Context: an optimization exercise on an open-source flow, tuned for small area, a short achievable clock period and few clock cycles. The choices shown serve that exercise and are no tape-out recipe. Function not checked in this run: the RTL went through the layout flow alone. Power is estimated from default activity; no workload was simulated.

$ cat flow/run.sh
#!/bin/bash
# synth_recipe.tcl (not shown) runs the flow's synth.tcl, then flattens the netlist and writes it again
# the make line also repeats each setting of config.mk as NAME=value (left out here)
make -C /OpenROAD-flow-scripts/flow DESIGN_CONFIG=/design/flow/config.mk WORK_HOME=/design/flow/orfs CLKGATE_MAP_FILE= SYNTH_SCRIPT=/design/flow/synth_recipe.tcl finish
$ cat flow/config.mk
export PLATFORM = sky130hd
export DESIGN_NAME = skeleton_ram_bist
export DESIGN_NICKNAME = skeleton_ram_bist
export VERILOG_FILES = /design/flow/design.v
export SDC_FILE = /design/flow/constraint.sdc
export NUM_CORES = 4
export LEC_CHECK = 0
export CAP_MARGIN = 20
export CORE_MARGIN = 2
export CORE_UTILIZATION = 40
export SLEW_MARGIN = 20
$ cat flow/constraint.sdc
create_clock -name core_clock -period 5.0 [get_ports {CLK_SYS}]
set_input_delay 1.0000 -clock core_clock [delete_from_list [all_inputs] [get_ports {CLK_SYS}]]
set_output_delay 1.0000 -clock core_clock [all_outputs]
set_load 0.01 [all_outputs]
$ cat flow/design.v
package ram_skeleton_pkg;
  typedef enum logic [2:0] {
    S_IDLE,
    S_MAN_ACC,
    S_MAN_OUT,
    S_BIST_WR,
    S_BIST_RD,
    S_BIST_FLUSH,
    S_BIST_DONE
  } state_t;
  localparam logic [3:0] HEAD_TYPE_ID = 4'd5;
  localparam int         MAX_BANKS    = 4;
  localparam int         BANK_W       = 2;
  function automatic logic [30:0] bist_pattern(input logic [30:0] seed,
                                               input logic [30:0] index,
                                               input logic        pass);
    logic [30:0] p;
    p = seed ^ index;
    bist_pattern = pass ? ~p : p;
  endfunction
endpackage
module bram_single #(
  parameter int DW = 12,
  parameter int AW = 6
) (
  input  logic          clk,
  input  logic          en,
  input  logic          we,
  input  logic [AW-1:0] adr,
  input  logic [DW-1:0] din,
  output logic [DW-1:0] dout
);
  logic [DW-1:0] mem [2**AW];
  logic [DW-1:0] rd_q;
  always_ff @(posedge clk) begin
    if (en) begin
      if (we) mem[adr] <= din;
      else    rd_q     <= mem[adr];
    end
  end
  assign dout = rd_q;
endmodule
module skeleton_ram_bist
#(
  parameter int BITWIDTH_IN   = 12,
  parameter int BITWIDTH_SYS  = 16,
  parameter int BITWIDTH_HEAD = 26,
  parameter int BITWIDTH_ADR  = 6,
  parameter int NUM_BANKS     = 2
) (
  input  logic                     CLK_SYS,
  input  logic                     RSTN,
  input  logic                     EN,
  input  logic                     TRGG_START_CALC,
  input  logic                     MODE,
  input  logic                     RnW,
  input  logic [1:0]               BANK_SEL,
  input  logic [BITWIDTH_ADR-1:0]  ADR,
  input  logic [BITWIDTH_SYS-1:0]  DATA_IN,
  output logic [BITWIDTH_SYS-1:0]  DATA_OUT,
  output logic [BITWIDTH_HEAD-1:0] DATA_HEAD,
  output logic                     RDY,
  output logic                     ERR
);
  localparam int IN    = BITWIDTH_IN;
  localparam int SYS   = BITWIDTH_SYS;
  localparam int AW    = BITWIDTH_ADR;
  localparam int NB    = (NUM_BANKS > ram_skeleton_pkg::MAX_BANKS) ? ram_skeleton_pkg::MAX_BANKS : NUM_BANKS;
  localparam int IDX_W = AW + ram_skeleton_pkg::BANK_W;
  localparam int WORDS = NB * (2**AW);
  ram_skeleton_pkg::state_t state_q, state_d;
  logic [ram_skeleton_pkg::BANK_W-1:0] bank_q, bank_d_q;
  logic [AW-1:0]     adr_q;
  logic [IN-1:0]     din_q;
  logic              rnw_q;
  logic [IDX_W-1:0]  idx_q, cmp_idx_q;
  logic              pass_q, cmp_pend_q;
  logic [SYS-1:0]    cnt_q, data_out_q;
  logic              err_q;
  logic              accept, idx_last, rdy;
  logic              acc_en, acc_we;
  logic [ram_skeleton_pkg::BANK_W-1:0] acc_bank;
  logic [AW-1:0]     acc_adr;
  logic [IN-1:0]     acc_wdata;
  logic [IN-1:0]     rd_data, wr_pattern, exp_word;
  logic              mismatch;
  logic              unused_din;
  logic [NB-1:0]     bank_en;
  logic [IN-1:0]     bank_dout [NB];
  assign accept     = (state_q == ram_skeleton_pkg::S_IDLE) && EN && TRGG_START_CALC;
  assign idx_last   = (idx_q == IDX_W'(WORDS - 1));
  assign wr_pattern = IN'(ram_skeleton_pkg::bist_pattern(31'(din_q), 31'(idx_q), pass_q));
  assign exp_word   = IN'(ram_skeleton_pkg::bist_pattern(31'(din_q), 31'(cmp_idx_q), pass_q));
  assign mismatch   = cmp_pend_q && (rd_data != exp_word);
  assign unused_din = ^DATA_IN;
  always_ff @(posedge CLK_SYS or negedge RSTN) begin
    if (!RSTN) state_q <= ram_skeleton_pkg::S_IDLE;
    else       state_q <= state_d;
  end
  always_comb begin
    state_d = state_q;
    case (state_q)
      ram_skeleton_pkg::S_IDLE:       if (accept) state_d = MODE ? ram_skeleton_pkg::S_BIST_WR : ram_skeleton_pkg::S_MAN_ACC;
      ram_skeleton_pkg::S_MAN_ACC:    state_d = ram_skeleton_pkg::S_MAN_OUT;
      ram_skeleton_pkg::S_MAN_OUT:    state_d = ram_skeleton_pkg::S_IDLE;
      ram_skeleton_pkg::S_BIST_WR:    if (idx_last) state_d = ram_skeleton_pkg::S_BIST_RD;
      ram_skeleton_pkg::S_BIST_RD:    if (idx_last) state_d = ram_skeleton_pkg::S_BIST_FLUSH;
      ram_skeleton_pkg::S_BIST_FLUSH: state_d = pass_q ? ram_skeleton_pkg::S_BIST_DONE : ram_skeleton_pkg::S_BIST_WR;
      ram_skeleton_pkg::S_BIST_DONE:  state_d = ram_skeleton_pkg::S_IDLE;
      default:      state_d = ram_skeleton_pkg::S_IDLE;
    endcase
  end
  always_comb begin
    rdy       = 1'b0;
    acc_en    = 1'b0;
    acc_we    = 1'b0;
    acc_bank  = bank_q;
    acc_adr   = adr_q;
    acc_wdata = din_q;
    case (state_q)
      ram_skeleton_pkg::S_IDLE:    rdy = 1'b1;
      ram_skeleton_pkg::S_MAN_ACC: begin
        acc_en = (32'(bank_q) < NB);
        acc_we = rnw_q;
      end
      ram_skeleton_pkg::S_BIST_WR, ram_skeleton_pkg::S_BIST_RD: begin
        acc_en    = 1'b1;
        acc_we    = (state_q == ram_skeleton_pkg::S_BIST_WR);
        acc_bank  = idx_q[IDX_W-1 -: ram_skeleton_pkg::BANK_W];
        acc_adr   = idx_q[AW-1:0];
        acc_wdata = wr_pattern;
      end
      default: ;
    endcase
  end
  always_ff @(posedge CLK_SYS or negedge RSTN) begin
    if (!RSTN) begin
      bank_q     <= '0;
      adr_q      <= '0;
      din_q      <= '0;
      rnw_q      <= 1'b0;
      idx_q      <= '0;
      cmp_idx_q  <= '0;
      pass_q     <= 1'b0;
      cmp_pend_q <= 1'b0;
      bank_d_q   <= '0;
      cnt_q      <= '0;
      data_out_q <= '0;
      err_q      <= 1'b0;
    end else begin
      if (accept) begin
        bank_q <= BANK_SEL;
        adr_q  <= ADR;
        din_q  <= DATA_IN[SYS-1 -: IN];
        rnw_q  <= RnW;
      end
      if (state_q == ram_skeleton_pkg::S_BIST_WR || state_q == ram_skeleton_pkg::S_BIST_RD)
        idx_q <= idx_last ? '0 : idx_q + IDX_W'(1);
      else
        idx_q <= '0;
      if (accept)                       pass_q <= 1'b0;
      else if (state_q == ram_skeleton_pkg::S_BIST_FLUSH) pass_q <= 1'b1;
      cmp_pend_q <= (state_q == ram_skeleton_pkg::S_BIST_RD);
      cmp_idx_q  <= idx_q;
      bank_d_q   <= acc_bank;
      if (accept && MODE)             cnt_q <= '0;
      else if (mismatch && (cnt_q != '1)) cnt_q <= cnt_q + SYS'(1);
      if (state_q == ram_skeleton_pkg::S_MAN_OUT && !rnw_q)
        data_out_q <= SYS'(rd_data) << (SYS - IN);
      else if (state_q == ram_skeleton_pkg::S_BIST_DONE)
        data_out_q <= cnt_q;
      if (state_q == ram_skeleton_pkg::S_BIST_DONE) err_q <= (cnt_q != '0);
    end
  end
  for (genvar b = 0; b < NB; b++) begin : g_bank
    assign bank_en[b] = acc_en && (acc_bank == ram_skeleton_pkg::BANK_W'(b));
    bram_single #(.DW(IN), .AW(AW)) u_bram (
      .clk  (CLK_SYS),
      .en   (bank_en[b]),
      .we   (acc_we),
      .adr  (acc_adr),
      .din  (acc_wdata),
      .dout (bank_dout[b])
    );
  end
  always_comb begin
    rd_data = '0;
    for (int b = 0; b < NB; b++)
      if (bank_d_q == ram_skeleton_pkg::BANK_W'(b)) rd_data = bank_dout[b];
  end
  assign DATA_OUT  = data_out_q;
  assign RDY       = rdy;
  assign ERR       = err_q;
  assign DATA_HEAD = BITWIDTH_HEAD'({ram_skeleton_pkg::HEAD_TYPE_ID, 6'(BITWIDTH_ADR), 2'(NB - 1), 4'd0,
                                         5'(BITWIDTH_IN), 5'(BITWIDTH_IN)});
endmodule
==> run summary <==
-- kinds of logic (layout without fill, tap and decap cells) --
family          count (synthesis)  after routing  share of synthesized area, %
flops                        1637           1637                          75.1
buf+inv                       306            709                          2.32
compound gates                904            904                          9.84
simple gates                  849            849                          5.93
mux                           369            369                          5.88
other cells                     2             27                        0.0116
fa+ha+maj                       3              3                        0.0578
xor+xnor                       60             60                         0.810
-- sequential cells by signal, indices dropped and copies added, names as in the netlist --
| name | cells |
|---|---|
| bank_q | 2 |
| din_q | 12 |
| cnt_q | 16 |
| cmp_pend_q | 1 |
| data_out_q | 16 |
| state_q | 3 |
| g_bank.u_bram.mem | 1536 |
| g_bank.u_bram.rd_q | 24 |
| idx_q | 8 |
| adr_q | 6 |
| bank_d_q | 2 |
| cmp_idx_q | 8 |
| rnw_q | 1 |
| err_q | 1 |
| pass_q | 1 |
-- worst max-delay path: cells and delay by family, from the launching register on --
family	cells	cell delay (ns)
flops	1	0.55
compound gates	4	1.76
buf+inv	2	0.60
mux	1	0.21
simple gates	3	1.26
-- layout make-up --
cell class                      instances  area [um2]
Sequential cell                      1637       48800
Antenna cell                            1        2.50
Tap cell                             2160        2700
Clock inverter                         72         698
Timing Repair Buffer                  408        3780
Fill cell                           13900       85500
Inverter                               11        41.3
Clock buffer                          218        4340
Multi-Input combinational cell       2211       15100
-- metrics by stage --
stage	power [mW]	area, um2	std cells
finish	49.0	75400	6718
global route	50.1	75400	6717
CTS	48.6	75400	6715
detailed placement	37.0	70300	6425
global placement	36.8	70300	6425
floorplan	27.6	65100	4154
-- layer usage --
metal	vias up	GRT usage [%]	wire, um
met5	-	0.0595	35
li1	16900	-	-
met1	21000	34.8	82800
met2	2470	38.4	95500
met4	6	11.1	9980
met3	447	5.92	23300
-- placed cells by master, fill, tap and decap left out, types with 16 or more instances in the layout --
cell type / netlist / routed
a211oi_1: 41 / 37
a21oi_1: 147 / 147
a221oi_1: 50 / 50
a222oi_1: 25 / 25
a22o_1: 29 / 29
a22oi_1: 157 / 154
a31oi_1: 49 / 48
a32oi_1: 22 / 22
and3_1: 24 / 24
buf_12: 0 / 47
buf_4: 39 / 318
clkbuf_1: 88 / 52
clkbuf_16: 0 / 165
clkdlybuf4s50_1: 0 / 42
clkinv_1: 0 / 33
conb_1: 2 / 26
dfrtp_1: 77 / 77
edfxtp_1: 1560 / 1560
mux2_2: 96 / 96
mux2i_1: 269 / 269
nand2_1: 338 / 336
nand3_1: 137 / 137
nand4_1: 32 / 32
nor2_1: 216 / 210
nor3_1: 25 / 20
o21ai_0: 154 / 154
o221ai_1: 35 / 35
o22a_1: 17 / 17
o22ai_1: 44 / 44
xnor2_1: 44 / 32
xor2_1: 16 / 16
-- power by group through the flow --
| stage | registers (mW) | clock network (mW) | logic, mW |
|---|---|---|---|
| 3_5_place_dp | 18.0 | 0 | 19.0 |
| 2_1_floorplan | 18.1 | 0 | 9.50 |
| 3_3_place_gp | 17.9 | 0 | 18.9 |
| 6_report | 17.7 | 11.7 | 19.6 |
| 4_1_cts | 17.7 | 11.8 | 19.1 |
| 5_1_grt | 17.7 | 12.4 | 20.0 |
-- how the worst max path moves through the flow --
stage | startpoint | endpoint | slack (ns)
after global placement | state_q[1] | g_bank[1].u_bram.mem[59][6] | 0.48
after detailed placement | state_q[1] | g_bank[0].u_bram.rd_q[3] | 0.42
after global routing | state_q[1] | g_bank[1].u_bram.mem[59][11] | 0.21
final | state_q[1] | g_bank[0].u_bram.rd_q[3] | 0.33
after floorplan | state_q[1] | g_bank[0].u_bram.mem[0][10] | -1.08
after CTS | state_q[1] | g_bank[0].u_bram.rd_q[3] | 0.41
==> impl_results.md <==
- Run status: complete, no violations
- Final worst-path setup slack: 0.331 ns
- Max-slew violation count: 0
- Unrepaired setup endpoints after global routing: no
- Clock tree sinks: ~1,600
- Number of flops mapped to enable cells by yosys: 1,560
- Net switching power: 19.5 mW
- Count of different cell masters after synthesis: 91
- Cell type with the highest aggregate area in the netlist: edfxtp_1
- Delay of the slowest cell on the worst path: 0.74 ns
- Yosys warning total: 3
- Critical path peak fanout: 44
- Nets@finish: between 4,000 and 5,000
- Period utilization: 93.4%
- Seq/Total Area, Yosys: 75.1%
- Max-slew headroom at the worst pin: 16.4%
- Buffer cell driving the clock tree root: clkbuf_16
- Average instance area after synthesis: 15.7 um2
- Proportion of power drawn by combinational gates: between 40% and 50%
- Type of element capturing the critical path: flop
- Clock transition at the register clock pins on the worst setup and hold paths after CTS: approximately 0.060 ns
- Share of the core filled with cells in the final layout: 46.9%
- Initial cell density of the core: just over 40%
- Min Hold Slack: 0.201 ns
- Clock insertion delay at the later pin of the skew report: 0.83 ns
- Sum of overflow across all layers after global routing: 0
- Max VDD drop: between 0.0004 and 0.0005 V
- Layout Skew: between 0.06 and 0.07 ns
- Die width: between 400 and 500 um
- Area growth from synthesis to layout: 16.2%
- Cell with the most instances after synthesis: edfxtp_1
- Total vias in the final route: 40,800
- Number of buffers created by CTS: 164
- Cell count after synthesis: around 4,100
- Leading cell types by count after synthesis: 1,560 x edfxtp_1, 338 x nand2_1, 269 x mux2i_1
- Share of power burned in registers: 36.1%
- Leading post-synthesis cells by cell area: edfxtp_1 72%, mux2i_1 4.1%, dfrtp_1 3.0%
- Global-route wire length before repair: 295 mm
- Overall die height: 407 um
- P_int: 29.4 mW
- Via count of the first global-routing pass: 38,100
- Core footprint: about 160,000 um2
- Reg2Reg Launch Point: state_q[1]
- End of the worst register-to-register path: g_bank[0].u_bram.rd_q[3]
- Count of boundary I/O pins: 74
- WL/cell: roughly 32 um
- Kind of path behind the tightest hold check: in -> async
- Synth Cell Area: 64,900 um2
- Total routed wirelength: 212 mm
- Category of the worst setup path launch point: flop
- Sum of negative setup slack: 0 ns
- Cell type of the slowest stage on the worst timing path: o31ai_1
- Detailed-route DRC error count: 0
- Total routing resource utilization after global routing: 25.3%
- Register-to-register setup slack: around 0.33 ns
- Total of buffers placed on input and output ports: 43
- H-tree Lvls: 4
- Achievable frequency: roughly 210 MHz
- CTS tree: done
- Data arrival time of the critical path: 5.22 ns
- Maximum number of pins on one net before global-route repair: 129
- Number of placement rows: 147
- Count of hold buffers inserted by post-cts repair: 0
- Portion of total power attributed to the clock network: 23.9%
- Share of flip-flops with an asynchronous set or reset after synthesis: 4.70%
- Flip-flop and latch count after synthesis: 1,637
- Final HPWL from detailed placement: 130 mm
- Max-cap violations: 0
- Worst slack at placement: 0.415 ns
- R2r worst-path depth: 10
- GP Congestion: 0.938
- Starting DRC count in detailed routing: roughly 6,000
- Share of final-layout standard cells stronger than drive strength 1: 16.0%
- Drt pass-1 iters: 8
- Cell breakdown of the critical path: nand2b_1 > a31o_1 > nor2_8 > buf_12 > buf_4 > mux2i_1 > o22ai_1 > o31ai_1 > o211ai_1 > or4_1
- Most used flip-flop cell after synthesis: edfxtp_1
- Count of cells resized by post-cts repair: 0
- Initial antenna violation count: 9
- Leakage power: 25.1 nW
- Maximum buffer depth of the clock tree: 3
- Final hold violations: 0
- Slew at the pin with the worst max-slew slack: 1.25 ns
- Full die area: 165,000 um2
- Final antenna-violating net count: 0
- Switching share of power: 39.9%
- Synth top area share: 72.2%
- Buffers inserted during post-CTS setup optimization: 0
- Final critical path time including I/O delays and setup: between 4 and 5 ns
- Pwr/cell area: between 600 and 700 nW/um2
- Startpoint-to-endpoint class of the critical path: reg -> reg
- Average vias per placed instance: 6.08
- Endpoints failing setup: 0
- Endpoint required time on the critical path: ~5.6 ns

afterwards: timing with drivers on the ports:
The results above use ideal ports. As a check the final layout listed here was re-extracted and re-timed, cells and wires unchanged.
Step 1, drivers: a clkbuf_16 drives CLK_SYS and a buf_2 each remaining input, both assumed.
Step 2 moves the port delays by t, midway between the first and last clock arrival at a register: inputs arrive t later, outputs are due t later. That takes back most of the time a late clock gives input paths.
Three values: no drivers, after step 1, after step 2; two values: the first two.
t (ns): 0.881
setup slack, ns: 0.331 / 0.331 / 0.331
clock arrival spread, ns: 0.064 / 0.065
pins driven straight from the clock port: 1
After both steps this run still meets setup and hold. For this run, drivers alone change the setup slack by 0.000 ns; drivers and shift together by 0.000 ns.
